From an optimization exercise on the open Yosys and OpenROAD flow, aimed at a short achievable clock period; shortcuts taken in it are not production practice. At most, simulation tests tie the RTL to the original design; equivalence was not proved. No driver is modelled on the clock port, so clocking that relies on it looks cheaper here than on a real chip. No activity file was given, so power comes from the tool's default toggle rates.

## v55
## branch_predictor
module branch_predictor #(
  parameter int ENTRIES = 16,
  parameter int INDEX_W = 4
) (
  input  logic        clk_i,
  input  logic        rst_i,
  input  logic [31:0] fetch_pc_i,
  output logic [31:0] next_pc_o,
  output logic        pred_taken_o,
  output logic [31:0] pred_target_o,
  input  logic        mem_stall_i,
  input  logic        upd_valid_i,
  input  logic [31:0] upd_pc_i,
  input  logic        upd_taken_i,
  input  logic [31:0] upd_target_i,
  input  logic        upd_pred_taken_i,
  input  logic [31:0] upd_pred_target_i,
  output logic        mispredict_o,
  output logic [31:0] redirect_pc_o,
  output logic [31:0] branch_cnt_o,
  output logic [31:0] mispred_cnt_o
);
Settings: LEC_CHECK=0, ABC_CLOCK_PERIOD_IN_PS=4000, CAP_MARGIN=20, CORE_MARGIN=2, CORE_UTILIZATION=40, SETUP_SLACK_MARGIN=2.0, SLEW_MARGIN=20, SYNTH_HIERARCHICAL=1; clock period 7.0 ns.
run.sh (not shown) runs the stock make flow with config.mk's settings and CLKGATE_MAP_FILE= SYNTH_SCRIPT=/design/flow/synth_recipe.tcl, a recipe that flattens the netlist after the stock synthesis.
The final layout from v55, which completed every stage, passed the timing, design-rule and antenna checks at the end of the flow.
Input-level comparison between v48 and v55:
- swapping 40 for 65 in CORE_UTILIZATION
Notes after the runs:
The post-route minimum period number comes out lower for v55 vs v48.
Compared with v55, in v48 first-pass iteration count of the detailed router increased 1, final area decreased about 0.57%, critical path depth increased 3, overall global routing resource usage increased 18 points, final hold slack increased 16 ps.
v48 vs. v55: wire length reported by the detailed router has increased; clock skew has increased; number of distinct library cells after synthesis has remained practically unchanged; sequential share of layout area has increased.
#### Input delta (v1 over v48)
- SETUP_SLACK_MARGIN changed from 2.0 to 3.0
- CORE_UTILIZATION changed from 65 to 40
==> comparison <==
Sequential share of layout area (lower): v1. Taking v48 as the reference, in v1 final critical-path setup slack now larger; post-synthesis instance area level. Going from v48 to v1, wire length of the first global-routing pass grew by a little under 10%. v48 -> v1: placed wire-length estimate increased by a little under 10%.
No run of this note included a check of the RTL's function; only the layout flow was run.

---

Another version of the RTL of branch_predictor (not shown whole).
Size in the first run: roughly 1000 flip-flops, roughly 300 I/O pins, ~50000 µm² of cells after synthesis.
==> flow/design.v (excerpt) <==
module branch_predictor #(
  parameter int ENTRIES = 16,
  parameter int INDEX_W = 4
) (
  input  logic        clk_i,
  input  logic        rst_i,
  input  logic [31:0] fetch_pc_i,
  output logic [31:0] next_pc_o,
  output logic        pred_taken_o,
  output logic [31:0] pred_target_o,
  input  logic        mem_stall_i,
  input  logic        upd_valid_i,
  input  logic [31:0] upd_pc_i,
  input  logic        upd_taken_i,
  input  logic [31:0] upd_target_i,
  input  logic        upd_pred_taken_i,
  input  logic [31:0] upd_pred_target_i,
  output logic        mispredict_o,
  output logic [31:0] redirect_pc_o,
  output logic [31:0] branch_cnt_o,
  output logic [31:0] mispred_cnt_o
);
Settings: LEC_CHECK=0, ABC_CLOCK_PERIOD_IN_PS=4000, CAP_MARGIN=20, CORE_MARGIN=2, CORE_UTILIZATION=40, PLACE_DENSITY=0.85, SETUP_SLACK_MARGIN=2.0, SLEW_MARGIN=20, SYNTH_HIERARCHICAL=1; clock period 7.0 ns.
Change:
--- a/flow/config.mk
+++ b/flow/config.mk
@@ -12 +11,0 @@
-export PLACE_DENSITY = 0.85
=> Non-clock buffer count climbs by 12; register-to-register slack loses 0.19 ns; critical path depth does not change; maximum frequency increases by about 1.9%; design area is higher by 0.65%; global-route usage is higher by 0.52 points; clock-buffer cell count goes up by 3; power is higher by about 1.2%; clock skew falls by 0.037 ns.
No run of this note included a check of the RTL's function; only the layout flow was run.

---

branch_predictor, a different RTL version from the one above (not shown whole).
Size in the first run: ~300 I/O pins, ~50000 um^2 of cells after synthesis.
export LEC_CHECK = 0
export ABC_CLOCK_PERIOD_IN_PS = 4000
export CAP_MARGIN = 20
export CORE_MARGIN = 2
export CORE_UTILIZATION = 40
export SETUP_SLACK_MARGIN = 2.5
export SLEW_MARGIN = 20
export SYNTH_HIERARCHICAL = 1
create_clock -name core_clock -period 7.0 [get_ports {clk_i}]
standard.sh (not shown) runs the stock make flow with config.mk's settings and CLKGATE_MAP_FILE= SYNTH_SCRIPT=/design/flow/synth_recipe.tcl, a recipe that flattens the netlist after the stock synthesis.
==> flow/flow/run.sh <==
#!/bin/bash
# Standard layout, with the delay cells (clkdlybuf4s*, dlygate*, dlymetal*,
# dlybuf*) kept out of port buffering and timing repair. Synthesis is the
# standard one, run unchanged first; the later steps source flow/dont_use.tcl
# through ORFS's PRE_<step>_TCL hooks. Each tool's output goes to a log here.
set -euo pipefail
H="$PWD/flow/dont_use.tcl"
bash standard.sh synth > synth.log 2>&1
bash standard.sh \
  PRE_FLOORPLAN_TCL="$H" PRE_GLOBAL_PLACE_TCL="$H" PRE_RESIZE_TCL="$H" \
  PRE_DETAIL_PLACE_TCL="$H" PRE_CTS_TCL="$H" PRE_GLOBAL_ROUTE_TCL="$H" \
  PRE_DETAIL_ROUTE_TCL="$H" PRE_FILLCELL_TCL="$H" \
  POST_CTS_TCL="$PWD/flow/cts_post.tcl" POST_GLOBAL_ROUTE_TCL="$PWD/flow/grt_post.tcl" \
  finish > layout.log 2>&1
==> flow/flow/cts_post.tcl <==
# Extra setup repair after CTS's own, with a larger margin, then legalize.
estimate_parasitics -placement
repair_timing -setup -setup_margin 3.0 -verbose
detailed_placement
check_placement -verbose
estimate_parasitics -placement
puts "after extra cts repair: worst slack [worst_slack -max]"
==> flow/flow/dont_use.tcl <==
# Keep delay cells out of port buffering and timing repair.
set_dont_use [get_lib_cells {sky130_fd_sc_hd__clkdlybuf4s* sky130_fd_sc_hd__dlygate* sky130_fd_sc_hd__dlymetal* sky130_fd_sc_hd__dlybuf*}]
==> flow/flow/grt_post.tcl <==
# Extra setup repair after global routing's own, then legalize and reroute
# the nets that changed.
global_route -start_incremental
estimate_parasitics -global_routing
repair_timing -setup -setup_margin 3.0 -verbose
detailed_placement
global_route -end_incremental
estimate_parasitics -global_routing
puts "after extra grt repair: worst slack [worst_slack -max]"
Edit:
--- a/flow/flow/run.sh
+++ b/flow/flow/run.sh
@@ -13 +12,0 @@
-  POST_CTS_TCL="$PWD/flow/cts_post.tcl" POST_GLOBAL_ROUTE_TCL="$PWD/flow/grt_post.tcl" \
removed: flow/flow/cts_post.tcl
removed: flow/flow/grt_post.tcl
The new run produced a clean layout.
Die area is unchanged.
Clock skew hardly moves.
Final area came out lower by 4.4%.
Clock power hardly moves.
Worst hold slack hardly moves.
Cell count came out lower by 2.5%.
Power came out lower by 0.64%.
Sequential power hardly moves.
Routed wire length came out lower by 4.3%.
Worst setup slack degrades by 0.021 ns.

==> port drivers added, routing unchanged <==
How much do the figures lean on ideal ports? The routed layouts below were timed once more, with nothing changed but the port constraints. Step 1 assumes that a clkbuf_16 drives the clock port and a buf_2 every other input. Step 2 also shifts input and output timing later by t, the mid clock arrival at the registers, as if the neighbouring blocks saw the same clock. Slacks: ideal / step 1 / step 2; pairs: ideal / step 1.
run	t (ns)	slack for setup (ns)	hold slack, ns	slew at the worst register clock pin (ns)	worst slew at a driven data input, ns
v55	0.764	1.720 / 1.668 / 1.223	0.462 / 0.462 / 0.462	0.06 / 0.06	0.26
v48	0.754	1.345 / 1.300 / 1.061	0.478 / 0.478 / 0.478	0.07 / 0.07	0.26
v1	0.789	1.452 / 1.405 / 1.148	0.463 / 0.463 / 0.463	0.07 / 0.07	0.29
the first run of note 2	0.758	1.855 / 1.686 / 1.106	0.476 / 0.476 / 0.476	0.07 / 0.07	0.37
the second run of note 2	0.805	1.950 / 1.772 / 0.967	0.471 / 0.471 / 0.471	0.07 / 0.07	0.33
the first run of note 3	0.790	2.100 / 1.911 / 1.121	0.463 / 0.463 / 0.463	0.07 / 0.07	0.35
the second run of note 3	0.790	2.079 / 1.940 / 1.339	0.463 / 0.463 / 0.463	0.07 / 0.07	0.36
After both steps setup and hold are still met in every run listed. The setup slack of the second run of note 2, which loses most, moves by -0.178 ns with the drivers and by -0.983 ns with both steps.
